Source: an optimization exercise on an open RTL-to-GDS flow (aim: small area, a short achievable clock period and few clock cycles per item). Production flows keep margins and buffers that such runs may drop. RTL that was checked went through simulation tests only; none was proved equivalent to the original.

==> inputs of run G <==
// pipelined_alu
module pipelined_alu #(
   parameter int WIDTH   = 32,
   parameter int LATENCY = 2,
   parameter int TAG_W   = 8
) (
   input  logic             clk,
   input  logic             reset,
   input  logic             in_valid,
   output logic             in_ready,
   input  logic [WIDTH-1:0] op_a,
   input  logic [WIDTH-1:0] op_b,
   input  logic [3:0]       opcode,
   input  logic [TAG_W-1:0] in_tag,
   output logic             out_valid,
   input  logic             out_ready,
   output logic [WIDTH-1:0] result,
   output logic [TAG_W-1:0] out_tag,
   output logic             flag_z,
   output logic             flag_c,
   output logic             flag_v,
   output logic             err,
   output logic             busy
);
clock: 10.0 ns
lec_check: 0
cap_margin: 20
core_margin: 2
core_utilization: 40
setup_slack_margin: 4.5
slew_margin: 20
synth_hierarchical: 1
standard.sh (not shown) runs the stock make flow with config.mk's settings and CLKGATE_MAP_FILE= SYNTH_SCRIPT=/design/flow/synth_recipe.tcl, a recipe that flattens the netlist after the stock synthesis.
==> flow/flow/run.sh <==
#!/bin/bash
# The standard layout, with the ports buffered by buf_2 cells instead of the delay-type
# buffer that buffer_ports picks by default.
set -euo pipefail
bash standard.sh "BUFFER_PORTS_ARGS=-buffer_cell sky130_fd_sc_hd__buf_2" finish > standard_make.log 2>&1
==> run Y (differences from run G) <==
--- a/flow/design.v
+++ b/flow/design.v
@@ -50,53 +50,44 @@
       for (int i = 0; i < 32; i++) begin
          ma0[i]  = rsh ? op_a[31-i] ^ fill0 : op_a[i];
          ohot[i] = op_b[4:0] == 5'(i);
       end
    end
    assign bm0 = ({32{is_mul}} & op_b) | ({32{is_sh}} & ohot) | ({32{use_ab0}} & (op_b ^ {32{sub_m}}));
    logic [31:0] ma;
    logic [7:0]  tag1;
-   logic [15:0] one0, two0, neg0;
-   always_comb begin
-      for (int j = 0; j < 16; j++) begin
-         logic b0, b1, b2;
-         b0 = (j == 0) ? 1'b0 : bm0[2*j-1];
-         b1 = bm0[2*j];
-         b2 = bm0[2*j+1];
-         one0[j] = b1 ^ b0;
-         two0[j] = (b2 & !b1 & !b0) | (!b2 & b1 & b0);
-         neg0[j] = b2;
-      end
-   end
-   logic [15:0] d_one, d_two, d_neg;
-   logic use_ab1, cin1, s_sum1, s_rev1, s_g1, s_p1, s_slt1, s_sltu1, s_fl1, fill1, e1;
+   logic [3:0]  op1;
+   logic [31:0] bm;
+   logic fill1;
    always_ff @(posedge clk) begin
       if (adv) begin
-         ma <= ma0; d_one <= one0; d_two <= two0; d_neg <= neg0; tag1 <= in_tag;
-         use_ab1 <= use_ab0;
-         cin1 <= sub_m;
-         s_sum1 <= is_add | is_sub | is_mul | is_shl;
-         s_rev1 <= rsh;
-         s_g1 <= is_and | is_or;
-         s_p1 <= is_or | is_xor;
-         s_slt1 <= is_slt;
-         s_sltu1 <= is_sltu;
-         s_fl1 <= is_add | is_sub;
+         ma <= ma0; bm <= bm0; tag1 <= in_tag; op1 <= op;
          fill1 <= fill0;
-         e1 <= is_ill;
-      end
-   end
-   logic [31:0] bm;
-   always_comb begin
-      for (int j = 0; j < 16; j++) begin
-         bm[2*j+1] = d_neg[j];
-         bm[2*j]   = d_one[j] ^ ((j == 0) ? 1'b0 : d_neg[j-1]);
       end
    end
+   wire use_ab1 = op1 < 4'd5 || op1 == 4'd8 || op1 == 4'd9;
+   wire cin1 = op1 == 4'd1 || op1 == 4'd8 || op1 == 4'd9;
+   logic [15:0] d_one, d_two, d_neg;
+   pipelined_alu_be u_be0 (.b2(bm[1]), .b1(bm[0]), .b0(1'b0), .one(d_one[0]), .two(d_two[0]), .neg(d_neg[0]));
+   pipelined_alu_be u_be1 (.b2(bm[3]), .b1(bm[2]), .b0(bm[1]), .one(d_one[1]), .two(d_two[1]), .neg(d_neg[1]));
+   pipelined_alu_be u_be2 (.b2(bm[5]), .b1(bm[4]), .b0(bm[3]), .one(d_one[2]), .two(d_two[2]), .neg(d_neg[2]));
+   pipelined_alu_be u_be3 (.b2(bm[7]), .b1(bm[6]), .b0(bm[5]), .one(d_one[3]), .two(d_two[3]), .neg(d_neg[3]));
+   pipelined_alu_be u_be4 (.b2(bm[9]), .b1(bm[8]), .b0(bm[7]), .one(d_one[4]), .two(d_two[4]), .neg(d_neg[4]));
+   pipelined_alu_be u_be5 (.b2(bm[11]), .b1(bm[10]), .b0(bm[9]), .one(d_one[5]), .two(d_two[5]), .neg(d_neg[5]));
+   pipelined_alu_be u_be6 (.b2(bm[13]), .b1(bm[12]), .b0(bm[11]), .one(d_one[6]), .two(d_two[6]), .neg(d_neg[6]));
+   pipelined_alu_be u_be7 (.b2(bm[15]), .b1(bm[14]), .b0(bm[13]), .one(d_one[7]), .two(d_two[7]), .neg(d_neg[7]));
+   pipelined_alu_be u_be8 (.b2(bm[17]), .b1(bm[16]), .b0(bm[15]), .one(d_one[8]), .two(d_two[8]), .neg(d_neg[8]));
+   pipelined_alu_be u_be9 (.b2(bm[19]), .b1(bm[18]), .b0(bm[17]), .one(d_one[9]), .two(d_two[9]), .neg(d_neg[9]));
+   pipelined_alu_be u_be10 (.b2(bm[21]), .b1(bm[20]), .b0(bm[19]), .one(d_one[10]), .two(d_two[10]), .neg(d_neg[10]));
+   pipelined_alu_be u_be11 (.b2(bm[23]), .b1(bm[22]), .b0(bm[21]), .one(d_one[11]), .two(d_two[11]), .neg(d_neg[11]));
+   pipelined_alu_be u_be12 (.b2(bm[25]), .b1(bm[24]), .b0(bm[23]), .one(d_one[12]), .two(d_two[12]), .neg(d_neg[12]));
+   pipelined_alu_be u_be13 (.b2(bm[27]), .b1(bm[26]), .b0(bm[25]), .one(d_one[13]), .two(d_two[13]), .neg(d_neg[13]));
+   pipelined_alu_be u_be14 (.b2(bm[29]), .b1(bm[28]), .b0(bm[27]), .one(d_one[14]), .two(d_two[14]), .neg(d_neg[14]));
+   pipelined_alu_be u_be15 (.b2(bm[31]), .b1(bm[30]), .b0(bm[29]), .one(d_one[15]), .two(d_two[15]), .neg(d_neg[15]));
    wire bo0 = d_one[0];
    wire bt0 = d_two[0];
    wire bn0 = d_neg[0];
    wire pp0_0 = (bo0 & ma[0]) ^ bn0;
    wire pp0_1 = ((bo0 & ma[1]) | (bt0 & ma[0])) ^ bn0;
    wire pp0_2 = ((bo0 & ma[2]) | (bt0 & ma[1])) ^ bn0;
    wire pp0_3 = ((bo0 & ma[3]) | (bt0 & ma[2])) ^ bn0;
    wire pp0_4 = ((bo0 & ma[4]) | (bt0 & ma[3])) ^ bn0;
@@ -866,41 +857,43 @@
    wire [31:0] tx = {t31, fa224_c, fa223_c, fa222_c, fa221_c, fa220_c, fa219_c, fa218_c, fa217_c, fa216_c, fa215_c, fa214_c, fa213_c, fa212_c, fa211_c, fa210_c, fa209_c, fa208_c, fa207_c, fa206_c, fa205_c, fa204_c, fa203_c, fa202_c, fa201_c, fa200_c, fa199_c, fa198_c, fa197_c, bn1, pp0_1, pp0_0};
    wire [31:0] ty = {fa196_c, fa225_s, fa224_s, fa223_s, fa222_s, fa221_s, fa220_s, fa219_s, fa218_s, fa217_s, fa216_s, fa215_s, fa214_s, fa213_s, fa212_s, fa211_s, fa210_s, fa209_s, fa208_s, fa207_s, fa206_s, fa205_s, fa204_s, fa203_s, fa202_s, fa201_s, fa200_s, fa199_s, fa198_s, fa197_s, 1'b0, bn0};
    wire [31:0] x1 = use_ab1 ? ma : tx;
    wire [31:0] y1 = use_ab1 ? bm : ty;
    wire et1 = !use_ab1 & (fa225_c);
    logic [31:0] x, y;
    logic [7:0]  tag2;
    logic e31;
-   logic cin, s_sum, s_rev, s_g, s_p, s_slt, s_sltu, s_fl, fill, e;
+   logic [3:0]  op2;
+   logic cin, fill;
    always_ff @(posedge clk) begin
       if (adv) begin
          x <= x1; y <= y1; e31 <= et1; tag2 <= tag1;
          cin <= cin1;
-         s_sum <= s_sum1;
-         s_rev <= s_rev1;
-         s_g <= s_g1;
-         s_p <= s_p1;
-         s_slt <= s_slt1;
-         s_sltu <= s_sltu1;
-         s_fl <= s_fl1;
          fill <= fill1;
-         e <= e1;
+         op2 <= op1;
       end
    end
    always_ff @(posedge clk) begin
       if (!reset) begin
          v1 <= 1'b0;
          v2 <= 1'b0;
       end else if (adv) begin
          v1 <= in_valid;
          v2 <= v1;
       end
    end
+   wire s_sum = op2 == 4'd0 || op2 == 4'd1 || op2 == 4'd5 || op2 == 4'd10;
+   wire s_rev = op2 == 4'd6 || op2 == 4'd7;
+   wire s_g = op2 == 4'd2 || op2 == 4'd3;
+   wire s_p = op2 == 4'd3 || op2 == 4'd4;
+   wire s_slt = op2 == 4'd8;
+   wire s_sltu = op2 == 4'd9;
+   wire s_fl = op2 == 4'd0 || op2 == 4'd1;
+   wire e = op2 > 4'd10;
    logic [31:0] sum;
    logic cout;
    wire [31:0] xx = {x[31] ^ e31, x[30:0]};
    wire [31:0] ad_g0 = xx & y;
    wire [31:0] ad_p0 = xx ^ y;
    wire ad_n1_g = ad_g0[0] | (ad_p0[0] & cin);
    wire ad_n2_g = ad_g0[1] | (ad_p0[1] & ad_g0[0]);
    wire ad_n2_p = ad_p0[1] & ad_p0[0];
@@ -1171,8 +1164,13 @@
 module pipelined_alu_fa (input logic a, b, c, output logic s, co);
    assign s  = a ^ b ^ c;
    assign co = (a & b) | (c & (a ^ b));
 endmodule
 module pipelined_alu_ha (input logic a, b, output logic s, co);
    assign s  = a ^ b;
    assign co = a & b;
 endmodule
+module pipelined_alu_be (input logic b2, b1, b0, output logic one, two, neg);
+   assign one = b1 ^ b0;
+   assign two = (b2 & !b1 & !b0) | (!b2 & b1 & b0);
+   assign neg = b2;
+endmodule
==> flow/flow/run.sh (replaced) <==
#!/bin/bash
# The standard layout, with the ports buffered by buf_1 cells instead of the delay-type
# buffer that buffer_ports picks by default.
set -euo pipefail
bash standard.sh "BUFFER_PORTS_ARGS=-buffer_cell sky130_fd_sc_hd__buf_1" finish > standard_make.log 2>&1
==> run A (differences from run G) <==
--- a/flow/design.v
+++ b/flow/design.v
@@ -50,53 +50,44 @@
       for (int i = 0; i < 32; i++) begin
          ma0[i]  = rsh ? op_a[31-i] ^ fill0 : op_a[i];
          ohot[i] = op_b[4:0] == 5'(i);
       end
    end
    assign bm0 = ({32{is_mul}} & op_b) | ({32{is_sh}} & ohot) | ({32{use_ab0}} & (op_b ^ {32{sub_m}}));
    logic [31:0] ma;
    logic [7:0]  tag1;
-   logic [15:0] one0, two0, neg0;
-   always_comb begin
-      for (int j = 0; j < 16; j++) begin
-         logic b0, b1, b2;
-         b0 = (j == 0) ? 1'b0 : bm0[2*j-1];
-         b1 = bm0[2*j];
-         b2 = bm0[2*j+1];
-         one0[j] = b1 ^ b0;
-         two0[j] = (b2 & !b1 & !b0) | (!b2 & b1 & b0);
-         neg0[j] = b2;
-      end
-   end
-   logic [15:0] d_one, d_two, d_neg;
-   logic use_ab1, cin1, s_sum1, s_rev1, s_g1, s_p1, s_slt1, s_sltu1, s_fl1, fill1, e1;
+   logic [3:0]  op1;
+   logic [31:0] bm;
+   logic fill1;
    always_ff @(posedge clk) begin
       if (adv) begin
-         ma <= ma0; d_one <= one0; d_two <= two0; d_neg <= neg0; tag1 <= in_tag;
-         use_ab1 <= use_ab0;
-         cin1 <= sub_m;
-         s_sum1 <= is_add | is_sub | is_mul | is_shl;
-         s_rev1 <= rsh;
-         s_g1 <= is_and | is_or;
-         s_p1 <= is_or | is_xor;
-         s_slt1 <= is_slt;
-         s_sltu1 <= is_sltu;
-         s_fl1 <= is_add | is_sub;
+         ma <= ma0; bm <= bm0; tag1 <= in_tag; op1 <= op;
          fill1 <= fill0;
-         e1 <= is_ill;
-      end
-   end
-   logic [31:0] bm;
-   always_comb begin
-      for (int j = 0; j < 16; j++) begin
-         bm[2*j+1] = d_neg[j];
-         bm[2*j]   = d_one[j] ^ ((j == 0) ? 1'b0 : d_neg[j-1]);
       end
    end
+   wire use_ab1 = op1 < 4'd5 || op1 == 4'd8 || op1 == 4'd9;
+   wire cin1 = op1 == 4'd1 || op1 == 4'd8 || op1 == 4'd9;
+   logic [15:0] d_one, d_two, d_neg;
+   pipelined_alu_be u_be0 (.b2(bm[1]), .b1(bm[0]), .b0(1'b0), .one(d_one[0]), .two(d_two[0]), .neg(d_neg[0]));
+   pipelined_alu_be u_be1 (.b2(bm[3]), .b1(bm[2]), .b0(bm[1]), .one(d_one[1]), .two(d_two[1]), .neg(d_neg[1]));
+   pipelined_alu_be u_be2 (.b2(bm[5]), .b1(bm[4]), .b0(bm[3]), .one(d_one[2]), .two(d_two[2]), .neg(d_neg[2]));
+   pipelined_alu_be u_be3 (.b2(bm[7]), .b1(bm[6]), .b0(bm[5]), .one(d_one[3]), .two(d_two[3]), .neg(d_neg[3]));
+   pipelined_alu_be u_be4 (.b2(bm[9]), .b1(bm[8]), .b0(bm[7]), .one(d_one[4]), .two(d_two[4]), .neg(d_neg[4]));
+   pipelined_alu_be u_be5 (.b2(bm[11]), .b1(bm[10]), .b0(bm[9]), .one(d_one[5]), .two(d_two[5]), .neg(d_neg[5]));
+   pipelined_alu_be u_be6 (.b2(bm[13]), .b1(bm[12]), .b0(bm[11]), .one(d_one[6]), .two(d_two[6]), .neg(d_neg[6]));
+   pipelined_alu_be u_be7 (.b2(bm[15]), .b1(bm[14]), .b0(bm[13]), .one(d_one[7]), .two(d_two[7]), .neg(d_neg[7]));
+   pipelined_alu_be u_be8 (.b2(bm[17]), .b1(bm[16]), .b0(bm[15]), .one(d_one[8]), .two(d_two[8]), .neg(d_neg[8]));
+   pipelined_alu_be u_be9 (.b2(bm[19]), .b1(bm[18]), .b0(bm[17]), .one(d_one[9]), .two(d_two[9]), .neg(d_neg[9]));
+   pipelined_alu_be u_be10 (.b2(bm[21]), .b1(bm[20]), .b0(bm[19]), .one(d_one[10]), .two(d_two[10]), .neg(d_neg[10]));
+   pipelined_alu_be u_be11 (.b2(bm[23]), .b1(bm[22]), .b0(bm[21]), .one(d_one[11]), .two(d_two[11]), .neg(d_neg[11]));
+   pipelined_alu_be u_be12 (.b2(bm[25]), .b1(bm[24]), .b0(bm[23]), .one(d_one[12]), .two(d_two[12]), .neg(d_neg[12]));
+   pipelined_alu_be u_be13 (.b2(bm[27]), .b1(bm[26]), .b0(bm[25]), .one(d_one[13]), .two(d_two[13]), .neg(d_neg[13]));
+   pipelined_alu_be u_be14 (.b2(bm[29]), .b1(bm[28]), .b0(bm[27]), .one(d_one[14]), .two(d_two[14]), .neg(d_neg[14]));
+   pipelined_alu_be u_be15 (.b2(bm[31]), .b1(bm[30]), .b0(bm[29]), .one(d_one[15]), .two(d_two[15]), .neg(d_neg[15]));
    wire bo0 = d_one[0];
    wire bt0 = d_two[0];
    wire bn0 = d_neg[0];
    wire pp0_0 = (bo0 & ma[0]) ^ bn0;
    wire pp0_1 = ((bo0 & ma[1]) | (bt0 & ma[0])) ^ bn0;
    wire pp0_2 = ((bo0 & ma[2]) | (bt0 & ma[1])) ^ bn0;
    wire pp0_3 = ((bo0 & ma[3]) | (bt0 & ma[2])) ^ bn0;
    wire pp0_4 = ((bo0 & ma[4]) | (bt0 & ma[3])) ^ bn0;
@@ -866,41 +857,43 @@
    wire [31:0] tx = {t31, fa224_c, fa223_c, fa222_c, fa221_c, fa220_c, fa219_c, fa218_c, fa217_c, fa216_c, fa215_c, fa214_c, fa213_c, fa212_c, fa211_c, fa210_c, fa209_c, fa208_c, fa207_c, fa206_c, fa205_c, fa204_c, fa203_c, fa202_c, fa201_c, fa200_c, fa199_c, fa198_c, fa197_c, bn1, pp0_1, pp0_0};
    wire [31:0] ty = {fa196_c, fa225_s, fa224_s, fa223_s, fa222_s, fa221_s, fa220_s, fa219_s, fa218_s, fa217_s, fa216_s, fa215_s, fa214_s, fa213_s, fa212_s, fa211_s, fa210_s, fa209_s, fa208_s, fa207_s, fa206_s, fa205_s, fa204_s, fa203_s, fa202_s, fa201_s, fa200_s, fa199_s, fa198_s, fa197_s, 1'b0, bn0};
    wire [31:0] x1 = use_ab1 ? ma : tx;
    wire [31:0] y1 = use_ab1 ? bm : ty;
    wire et1 = !use_ab1 & (fa225_c);
    logic [31:0] x, y;
    logic [7:0]  tag2;
    logic e31;
-   logic cin, s_sum, s_rev, s_g, s_p, s_slt, s_sltu, s_fl, fill, e;
+   logic [3:0]  op2;
+   logic cin, fill;
    always_ff @(posedge clk) begin
       if (adv) begin
          x <= x1; y <= y1; e31 <= et1; tag2 <= tag1;
          cin <= cin1;
-         s_sum <= s_sum1;
-         s_rev <= s_rev1;
-         s_g <= s_g1;
-         s_p <= s_p1;
-         s_slt <= s_slt1;
-         s_sltu <= s_sltu1;
-         s_fl <= s_fl1;
          fill <= fill1;
-         e <= e1;
+         op2 <= op1;
       end
    end
    always_ff @(posedge clk) begin
       if (!reset) begin
          v1 <= 1'b0;
          v2 <= 1'b0;
       end else if (adv) begin
          v1 <= in_valid;
          v2 <= v1;
       end
    end
+   wire s_sum = op2 == 4'd0 || op2 == 4'd1 || op2 == 4'd5 || op2 == 4'd10;
+   wire s_rev = op2 == 4'd6 || op2 == 4'd7;
+   wire s_g = op2 == 4'd2 || op2 == 4'd3;
+   wire s_p = op2 == 4'd3 || op2 == 4'd4;
+   wire s_slt = op2 == 4'd8;
+   wire s_sltu = op2 == 4'd9;
+   wire s_fl = op2 == 4'd0 || op2 == 4'd1;
+   wire e = op2 > 4'd10;
    logic [31:0] sum;
    logic cout;
    wire [31:0] xx = {x[31] ^ e31, x[30:0]};
    wire [31:0] ad_g0 = xx & y;
    wire [31:0] ad_p0 = xx ^ y;
    wire ad_n1_g = ad_g0[0] | (ad_p0[0] & cin);
    wire ad_n2_g = ad_g0[1] | (ad_p0[1] & ad_g0[0]);
    wire ad_n2_p = ad_p0[1] & ad_p0[0];
@@ -1171,8 +1164,13 @@
 module pipelined_alu_fa (input logic a, b, c, output logic s, co);
    assign s  = a ^ b ^ c;
    assign co = (a & b) | (c & (a ^ b));
 endmodule
 module pipelined_alu_ha (input logic a, b, output logic s, co);
    assign s  = a ^ b;
    assign co = a & b;
 endmodule
+module pipelined_alu_be (input logic b2, b1, b0, output logic one, two, neg);
+   assign one = b1 ^ b0;
+   assign two = (b2 & !b1 & !b0) | (!b2 & b1 & b0);
+   assign neg = b2;
+endmodule
==> implementation parameters <==
Parameter                              Value

Status
  Outcome  no timing/DRC/antenna violations

Setup path
  Cell depth of the worst setup path    11
  Register-to-Register Setup Slack    4.69 ns

Layout
  Final non-filler cell total    2755

Timing
  Slew at the pin closest to its max-slew limit    1.14 ns
[end of results for run A]
==> implementation parameters <==
Parameter                              Value

Status
  Outcome  no timing/DRC/antenna violations

Setup path
  Cell depth of the worst setup path    12
  Register-to-Register Setup Slack    4.68 ns

Timing
  Slew at the pin closest to its max-slew limit    1.14 ns

Layout
  Final non-filler cell total    2749

Route
  Top metal layer carrying routed signals    met5

Logic synthesis
  Adder and majority cell fraction of the synthesized area    24.2%
  Primary flip-flop cell chosen by synthesis mapping    edfxtp_1
[end of results for run Y]
==> implementation parameters <==
Parameter                              Value

Timing
  Slew at the pin closest to its max-slew limit    1.13 ns

Route
  Detailed-route DRC error count    0

Status
  Outcome  no timing/DRC/antenna violations

Setup path
  Cell depth of the worst setup path    10
  Register-to-Register Setup Slack    5.01 ns

Layout
  Final non-filler cell total    2861

Logic synthesis
  Top cell type's share of synthesized area    24.7%
[end of results for run G]
Testbench counts of run G, summed over its fixed seeds: cycles 16,016, items 16,000.
Function not checked in run Y and run A: the RTL went through the layout flow alone.

==> separate check: timing with driven ports <==
In the flow no input, the clock included, has a driving cell. The finished layouts below were timed again as built, in two steps.
Step 1 (the two cells are an assumption about what drives the block):
set clk [get_ports {clk}]
set_driving_cell -lib_cell sky130_fd_sc_hd__clkbuf_16 $clk
set_driving_cell -lib_cell sky130_fd_sc_hd__buf_2 [delete_from_list [all_inputs] $clk]
Step 2 moves the port delays by t, midway between the first and last clock arrival at a register: inputs arrive t later, outputs are due t later. That takes back most of the time a late clock gives input paths.
Three values: ideal, step 1, step 2; two values: the first two.
| run | shift t [ns] | setup slack, ns | slew at the worst register clock pin (ns) |
|---|---|---|---|
| run G | 0.520 | 4.581 / 4.526 / 5.009 | 0.08 / 0.08 |
| run Y | 0.512 | 4.605 / 4.548 / 4.681 | 0.08 / 0.08 |
| run A | 0.512 | 4.546 / 4.488 / 4.686 | 0.08 / 0.08 |
After both steps setup and hold are still met in every run listed.
